Source: an optimization exercise on an open RTL-to-GDS flow (aim: small area, a short achievable clock period and few clock cycles per item). Production flows keep margins and buffers that such runs may drop. Function was checked by simulation only, so behaviour that the tests miss may differ from the original. Power and IR drop assume default switching activity.

## build 45
Design md_block_padder, start of the top module:
module md_block_padder (
  input  wire logic        clk,
  input  wire logic        rst_n,
  input  wire logic        in_tvalid,
  output logic             in_tready,
  input  wire logic [7:0]  in_tdata,    
  input  wire logic [0:0]  in_tuser,    
  input  wire logic        in_tlast,    
  output logic             out_tvalid,
  input  wire logic        out_tready,
  output logic [39:0]      out_tdata,   
  output logic [0:0]       out_tuser,   
  output logic             out_tlast,   
  input  wire logic        cfg_valid,
  output logic             cfg_ready,
  input  wire logic [0:0]  cfg_data     
);
Size in the first run: roughly 1900 cells after synthesis, about 61 I/O pins.
export LEC_CHECK = 0
export CAP_MARGIN = 20
export CORE_MARGIN = 2
export CORE_UTILIZATION = 40
export SETUP_SLACK_MARGIN = 3.2
export SLEW_MARGIN = 20
create_clock -name core_clock -period 5.0 [get_ports {clk}]
standard.sh (not shown) runs the stock make flow with config.mk's settings and CLKGATE_MAP_FILE= SYNTH_SCRIPT=/design/flow/synth_recipe.tcl, a recipe that flattens the netlist after the stock synthesis.
==> flow/flow/run.sh <==
#!/bin/bash
# The standard layout (standard.sh: the ORFS run, standard synthesis
# unchanged), with three changes: the port buffers are buf_4 cells instead of
# the delay cells buffer_ports picks by default, the resizer may swap a cell
# for one of another footprint, and clock tree synthesis adds no dummy loads.
# make's full output goes to flow_make.log.
set -euo pipefail
bash standard.sh MATCH_CELL_FOOTPRINT=0 \
  'BUFFER_PORTS_ARGS=-buffer_cell sky130_fd_sc_hd__buf_4' \
  'CTS_ARGS=-sink_clustering_enable -repair_clock_nets -dont_use_dummy_load' \
  finish > flow_make.log 2>&1
test -f out/final.def
Per the final summary, build 45 finished and its layout is clean on timing, DRC and antenna.
Testbench counts of build 45, summed over its fixed seeds: cycles 36,349, bytes 33,373.
For build 57, these inputs were changed with respect to build 45:
# build 45
export LEC_CHECK = 0
export CAP_MARGIN = 20
export CORE_MARGIN = 2
export CORE_UTILIZATION = 40
export SETUP_SLACK_MARGIN = 3.2
export SLEW_MARGIN = 20
create_clock -name core_clock -period 5.0 [get_ports {clk}]
# build 57
export LEC_CHECK = 0
export CAP_MARGIN = 20
export CORE_MARGIN = 2
export CORE_UTILIZATION = 40
export SETUP_SLACK_MARGIN = 2.9
export SLEW_MARGIN = 20
create_clock -name core_clock -period 5.0 [get_ports {clk}]
==> flow/flow/run.sh <==
#!/bin/bash
# The standard layout (standard.sh: the ORFS run, standard synthesis
# unchanged), with these changes: the port buffers are buf_4 cells instead of
# the delay cells buffer_ports picks by default, the resizer may swap a cell
# for one of another footprint, and clock tree synthesis makes larger sink
# clusters (fewer clock buffers) and adds no dummy loads.
# make's full output goes to flow_make.log.
set -euo pipefail
bash standard.sh MATCH_CELL_FOOTPRINT=0 \
  'BUFFER_PORTS_ARGS=-buffer_cell sky130_fd_sc_hd__buf_4' \
  'CTS_ARGS=-sink_clustering_enable -repair_clock_nets -dont_use_dummy_load -sink_clustering_size 24 -sink_clustering_max_diameter 80' \
  finish > flow_make.log 2>&1
test -f out/final.def
==> results.txt <==
Build 57 improves on build 45 in wire length of the first global-routing pass. Note that the non-clock buffer count recorded for build 45 amounts to 1.8 times the value seen in build 57. Total clock sinks: build 45 vs build 57 identical. Comparing the two runs side by side, build 57 comes out ahead of build 45 on routed wire length. Build 57 ended with less met2 usage than build 45.
The inputs of build 71 differ from those of build 57 as listed below.
# build 57
export LEC_CHECK = 0
export CAP_MARGIN = 20
export CORE_MARGIN = 2
export CORE_UTILIZATION = 40
export SETUP_SLACK_MARGIN = 2.9
export SLEW_MARGIN = 20
create_clock -name core_clock -period 5.0 [get_ports {clk}]
# build 71
export LEC_CHECK = 0
export CAP_MARGIN = 20
export CORE_MARGIN = 2
export CORE_UTILIZATION = 40
export SETUP_SLACK_MARGIN = 3.1
export SLEW_MARGIN = 20
create_clock -name core_clock -period 5.0 [get_ports {clk}]
## What came out
Diff build 57 -> build 71: share of layout cells above drive strength 1 saw an increase, first-pass GRT wire length saw an increase.
The final reports for build 71 and build 57 show cell depth of the worst min-delay path lower in the former.
On detailed-route wire length on metal 1: build 71 sits above build 57.
Build 71: no failed stages, no open violations at the end

========
## job 6749
The RTL this note starts from:
==> flow/design.v <==
`default_nettype none
module md_block_padder (
  input  wire logic        clk,
  input  wire logic        rst_n,
  input  wire logic        in_tvalid,
  output logic             in_tready,
  input  wire logic [7:0]  in_tdata,    
  input  wire logic [0:0]  in_tuser,    
  input  wire logic        in_tlast,    
  output logic             out_tvalid,
  input  wire logic        out_tready,
  output logic [39:0]      out_tdata,   
  output logic [0:0]       out_tuser,   
  output logic             out_tlast,   
  input  wire logic        cfg_valid,
  output logic             cfg_ready,
  input  wire logic [0:0]  cfg_data     
);
  localparam logic [1:0] BLK_DATA = 2'd0;   
  localparam logic [1:0] BLK_PAD  = 2'd1;   
  localparam logic [1:0] BLK_MARK = 2'd2;   
  localparam logic [1:0] BLK_LEN  = 2'd3;   
  logic [7:0]  mem [64];
  logic [5:0]  fill_r;      
  logic [54:0] blk_r;       
  logic        binc_r;      
  logic [3:0]  bcy_r;       
  logic        pend_r;      
  logic        job_r;       
  logic [1:0]  jt_r;        
  logic [5:0]  lim_r;       
  logic        jlast_r;     
  logic        jfol_r;      
  logic        jdat_r;      
  logic [3:0]  rp_r;        
  logic [15:0] rh_r;        
  logic [3:0]  wl_r;        
  logic [15:0] ww_r;        
  logic        len_be_r;
  logic        rdy_r;       
  logic        ov_r;
  logic [31:0] od_r;
  logic [3:0]  oi_r;
  logic        ou_r;
  logic        ol_r;
  logic        acc, wr, tl, load;
  logic [5:0]  fill_n1, n_end;
  logic [31:0] word_nxt;
  logic [63:0] bits;
  logic [31:0] len_lo, len_hi;
  logic [31:0] mword;
  logic [3:0]  den, mk;
  logic        ov_n, pend_n, job_n, jlast_n, jfol_n, jdat_n, blk_clr, blk_inc;
  logic [1:0]  jt_n;
  logic [5:0]  fill_n, lim_n;
  logic [3:0]  rp_n;
  logic [15:0] rh_n, ww_n;
  logic [3:0]  wl_n;
  logic        rdy_n;
  assign cfg_ready = 1'b1;
  assign in_tready = rdy_r;
  assign acc       = in_tvalid && rdy_r;
  assign wr        = acc && in_tuser[0];
  assign tl        = acc && in_tlast;
  assign fill_n1   = fill_r + 6'd1;
  assign n_end     = wr ? fill_n1 : fill_r;
  assign load      = job_r && (!ov_r || out_tready);
  assign bits = {blk_r, lim_r, 3'b000};
  always_comb begin
    for (int b = 0; b < 4; b++) begin
      len_lo[8*b +: 8] = len_be_r ? bits[8*(7-b) +: 8] : bits[8*b +: 8];
      len_hi[8*b +: 8] = len_be_r ? bits[8*(3-b) +: 8] : bits[8*(4+b) +: 8];
    end
  end
  always_comb begin
    logic [5:0] pos;
    mword = '0;
    for (int p = 0; p < 64; p++) begin
      mword[8*(p%4) +: 8] = mword[8*(p%4) +: 8] | (mem[p] & {8{rh_r[p/4]}});
    end
    for (int l = 0; l < 4; l++) begin
      pos    = {rp_r, 2'(l)};
      den[l] = (jt_r == BLK_DATA) || ((jt_r != BLK_LEN) && (pos < lim_r));
      mk[l]  = ((jt_r == BLK_PAD) || (jt_r == BLK_MARK)) && (pos == lim_r);
    end
  end
  always_comb begin
    for (int l = 0; l < 4; l++) begin
      word_nxt[8*l +: 8] = (mword[8*l +: 8] & {8{den[l]}}) | {mk[l], 7'd0};
    end
    if ((jt_r == BLK_PAD) || (jt_r == BLK_LEN)) begin
      word_nxt = word_nxt | (len_lo & {32{rh_r[14]}}) | (len_hi & {32{rh_r[15]}});
    end
  end
  always_comb begin
    ov_n    = load || (ov_r && !out_tready);
    pend_n  = pend_r;
    job_n   = job_r;
    jt_n    = jt_r;
    lim_n   = lim_r;
    jlast_n = jlast_r;
    jfol_n  = jfol_r;
    jdat_n  = jdat_r;
    rp_n    = rp_r;
    rh_n    = rh_r;
    fill_n  = fill_r;
    blk_clr = 1'b0;
    blk_inc = 1'b0;
    if (load) begin
      rp_n = rp_r + 4'd1;
      rh_n = {rh_r[14:0], rh_r[15]};
      if (rp_r == 4'd15) begin
        if (jfol_r) begin
          jt_n    = (jt_r == BLK_DATA) ? BLK_PAD : BLK_LEN;
          if (jt_r == BLK_DATA) lim_n = '0;
          jlast_n = 1'b1;
          jfol_n  = 1'b0;
          jdat_n  = 1'b0;
        end else begin
          job_n = 1'b0;
          if ((jt_r == BLK_PAD) || (jt_r == BLK_LEN)) blk_clr = 1'b1;
        end
      end
    end
    if (pend_r && !job_r) begin
      pend_n  = 1'b0;
      job_n   = 1'b1;
      jt_n    = (fill_r[5:3] == 3'd7) ? BLK_MARK : BLK_PAD;
      lim_n   = fill_r;
      jlast_n = (fill_r[5:3] != 3'd7);
      jfol_n  = (fill_r[5:3] == 3'd7);
      jdat_n  = (fill_r != 6'd0);
      fill_n  = '0;
    end
    if (acc) begin
      if (wr) fill_n = fill_n1;
      if (wr && (fill_r == 6'd63)) begin
        blk_inc = 1'b1;
        job_n   = 1'b1;
        jt_n    = BLK_DATA;
        jlast_n = !in_tlast;
        jfol_n  = in_tlast;
        jdat_n  = 1'b1;
      end else if (tl) begin
        if (job_r) begin
          pend_n = 1'b1;
        end else begin
          job_n   = 1'b1;
          jt_n    = (n_end[5:3] == 3'd7) ? BLK_MARK : BLK_PAD;
          lim_n   = n_end;
          jlast_n = (n_end[5:3] != 3'd7);
          jfol_n  = (n_end[5:3] == 3'd7);
          jdat_n  = (n_end != 6'd0);
          fill_n  = '0;
        end
      end
    end
  end
  always_comb begin
    logic x_lt, x_eq, x_m1, x_p1;   
    logic ld, ov1, ws, nj, j1, d1, hz, full;
    logic [1:0] ro;                 
    x_lt = rp_r < fill_r[5:2];
    x_eq = rp_r == fill_r[5:2];
    x_m1 = (rp_r + 4'd1) == fill_r[5:2];
    x_p1 = rp_r == (fill_r[5:2] + 4'd1);
    ws   = wr && (fill_r[1:0] == 2'd3);
    nj   = (wr && (fill_r == 6'd63)) || ((tl || pend_r) && !job_r);
    full = wr ? (fill_r == 6'd62) : (fill_r == 6'd63);
    for (int o = 0; o < 2; o++) begin
      ld  = job_r && (!ov_r || (o == 1));
      ov1 = ld || (ov_r && (o == 0));
      j1  = job_r && !(ld && (rp_r == 4'd15) && !jfol_r);
      d1  = jdat_r && !(ld && (rp_r == 4'd15) && jfol_r);
      case ({ld, ws})
        2'b10:   hz = (x_lt && !x_m1) || (x_m1 && ov1);
        2'b01:   hz = x_lt || x_eq || (x_p1 && ov1);
        default: hz = x_lt || (x_eq && ov1);
      endcase
      if (nj)
        ro[o] = !ov1;
      else
        ro[o] = !(pend_r || (tl && job_r)) && !(j1 && ((d1 && hz) || full));
    end
    rdy_n = out_tready ? ro[1] : ro[0];
  end
  always_comb begin
    wl_n = wl_r;
    ww_n = ww_r;
    if (wr) begin
      wl_n = {wl_r[2:0], wl_r[3]};
      if (wl_r[3]) ww_n = {ww_r[14:0], ww_r[15]};
    end
    if ((pend_r || tl) && !job_r && !(wr && (fill_r == 6'd63))) begin
      wl_n = 4'd1;
      ww_n = 16'd1;
    end
  end
  always_ff @(posedge clk) begin
    for (int p = 0; p < 64; p++) begin
      if (wr && ww_r[p/4] && wl_r[p%4]) mem[p] <= in_tdata;
    end
  end
  always_ff @(posedge clk) begin
    if (load) begin
      od_r <= word_nxt;
      oi_r <= rp_r;
      ou_r <= (jt_r == BLK_PAD) || (jt_r == BLK_LEN);
      ol_r <= jlast_r && rh_r[15];
    end
  end
  always_ff @(posedge clk) begin
    if (!rst_n) begin
      ov_r     <= 1'b0;
      fill_r   <= '0;
      blk_r    <= '0;
      binc_r   <= 1'b0;
      bcy_r    <= '0;
      pend_r   <= 1'b0;
      job_r    <= 1'b0;
      jt_r     <= BLK_DATA;
      lim_r    <= '0;
      jlast_r  <= 1'b0;
      jfol_r   <= 1'b0;
      jdat_r   <= 1'b0;
      rp_r     <= '0;
      rh_r     <= 16'd1;
      wl_r     <= 4'd1;
      ww_r     <= 16'd1;
      rdy_r    <= 1'b0;
      len_be_r <= 1'b0;
    end else begin
      if (cfg_valid) len_be_r <= cfg_data[0];
      ov_r    <= ov_n;
      fill_r  <= fill_n;
      pend_r  <= pend_n;
      job_r   <= job_n;
      jt_r    <= jt_n;
      lim_r   <= lim_n;
      jlast_r <= jlast_n;
      jfol_r  <= jfol_n;
      jdat_r  <= jdat_n;
      rp_r    <= rp_n;
      rh_r    <= rh_n;
      wl_r    <= wl_n;
      ww_r    <= ww_n;
      rdy_r   <= rdy_n;
      binc_r <= blk_inc;
      if (blk_clr) begin
        blk_r <= '0;
        bcy_r <= '0;
      end else begin
        for (int k = 0; k < 5; k++) begin
          if ((k == 0) ? binc_r : bcy_r[k-1]) blk_r[11*k +: 11] <= blk_r[11*k +: 11] + 11'd1;
        end
        for (int k = 0; k < 4; k++) begin
          bcy_r[k] <= ((k == 0) ? binc_r : bcy_r[k-1]) && (&blk_r[11*k +: 11]);
        end
      end
    end
  end
  assign out_tvalid = ov_r;
  assign out_tdata  = {4'h0, oi_r, od_r};
  assign out_tuser  = ou_r;
  assign out_tlast  = ol_r;
endmodule
`default_nettype wire
export LEC_CHECK = 0
export CAP_MARGIN = 20
export CORE_MARGIN = 2
export CORE_UTILIZATION = 55
export SETUP_SLACK_MARGIN = 3.0
export SLEW_MARGIN = 20
create_clock -name core_clock -period 5.0 [get_ports {clk}]
==> flow/flow/run.sh <==
#!/bin/bash
# The standard layout (standard.sh: the ORFS run, standard synthesis
# unchanged), with these changes: the port buffers are buf_4 cells instead of
# the delay cells buffer_ports picks by default, the resizer may swap a cell
# for one of another footprint, and clock tree synthesis makes larger sink
# clusters (fewer clock buffers) and adds no dummy loads.
# make's full output goes to flow_make.log.
set -euo pipefail
bash standard.sh MATCH_CELL_FOOTPRINT=0 \
  'BUFFER_PORTS_ARGS=-buffer_cell sky130_fd_sc_hd__buf_4' \
  'CTS_ARGS=-sink_clustering_enable -repair_clock_nets -dont_use_dummy_load -sink_clustering_size 24 -sink_clustering_max_diameter 80' \
  finish > flow_make.log 2>&1
test -f out/final.def
Job 6749 completed end to end with timing, DRC and antenna clean.
Testbench counts of job 6749, summed over its fixed seeds: cycles 36,349, bytes 33,373.
--- input diff job 6749..job 3092 ---
- CORE_UTILIZATION: 55 -> 40
- SETUP_SLACK_MARGIN: 3.0 -> 2.8
## What came out
- Job 3092: cell area lower than job 6749
- Re count of clock-buffer cells in the layout: job 3092 and job 6749 aren't equal, and the higher value belongs to job 6749.
- The run showing the smaller routability-driven placement congestion ratio is job 3092.
- Going from job 6749 to job 3092, number of antenna cells inserted grows by 4.
> inputs changed (job 3092 -> job 8077)
- SETUP_SLACK_MARGIN changed from 2.8 to 3.0
==> flow/flow/run.sh <==
#!/bin/bash
# The standard layout (standard.sh: the ORFS run, standard synthesis
# unchanged), with three changes: the port buffers are buf_4 cells instead of
# the delay cells buffer_ports picks by default, the resizer may swap a cell
# for one of another footprint, and clock tree synthesis adds no dummy loads.
# make's full output goes to flow_make.log.
set -euo pipefail
bash standard.sh MATCH_CELL_FOOTPRINT=0 \
  'BUFFER_PORTS_ARGS=-buffer_cell sky130_fd_sc_hd__buf_4' \
  'CTS_ARGS=-sink_clustering_enable -repair_clock_nets -dont_use_dummy_load' \
  finish > flow_make.log 2>&1
test -f out/final.def
==> comparison <==
Setup slack, job 8077 and job 3092, higher one = job 8077.
Between job 3092 and job 8077, the flow reports cell area after layout increasing by a few percent.
Switching portion of total power was lower in job 8077 than in job 3092.
Relative to job 3092, the maximum frequency from static timing analysis of job 8077 is higher by 0.0099 GHz.

-- port drivers added, routing unchanged --
The results above use ideal ports. As a check the final layouts listed here were re-extracted and re-timed, cells and wires unchanged. Step 1 assumes that a clkbuf_16 drives the clock port and a buf_2 every other input. Step 2 also shifts input and output timing later by t, the mid clock arrival at the registers, as if the neighbouring blocks saw the same clock. a / b / c = ideal ports / drivers / drivers and shift; a / b = the first two.
run	shift t [ns]	slack for setup (ns)	worst register clock-pin slew, ns
build 45	0.643	2.849 / 2.789 / 2.523	0.07 / 0.07
build 57	0.625	2.833 / 2.771 / 2.332	0.10 / 0.10
build 71	0.625	2.825 / 2.767 / 2.413	0.10 / 0.10
job 6749	0.626	2.824 / 2.768 / 2.364	0.10 / 0.10
job 3092	0.618	2.803 / 2.741 / 2.258	0.10 / 0.10
job 8077	0.653	2.850 / 2.792 / 2.431	0.06 / 0.06
After both steps setup and hold are still met in every run listed. The setup slack of job 3092, which loses most, moves by -0.062 ns with the drivers and by -0.545 ns with both steps.
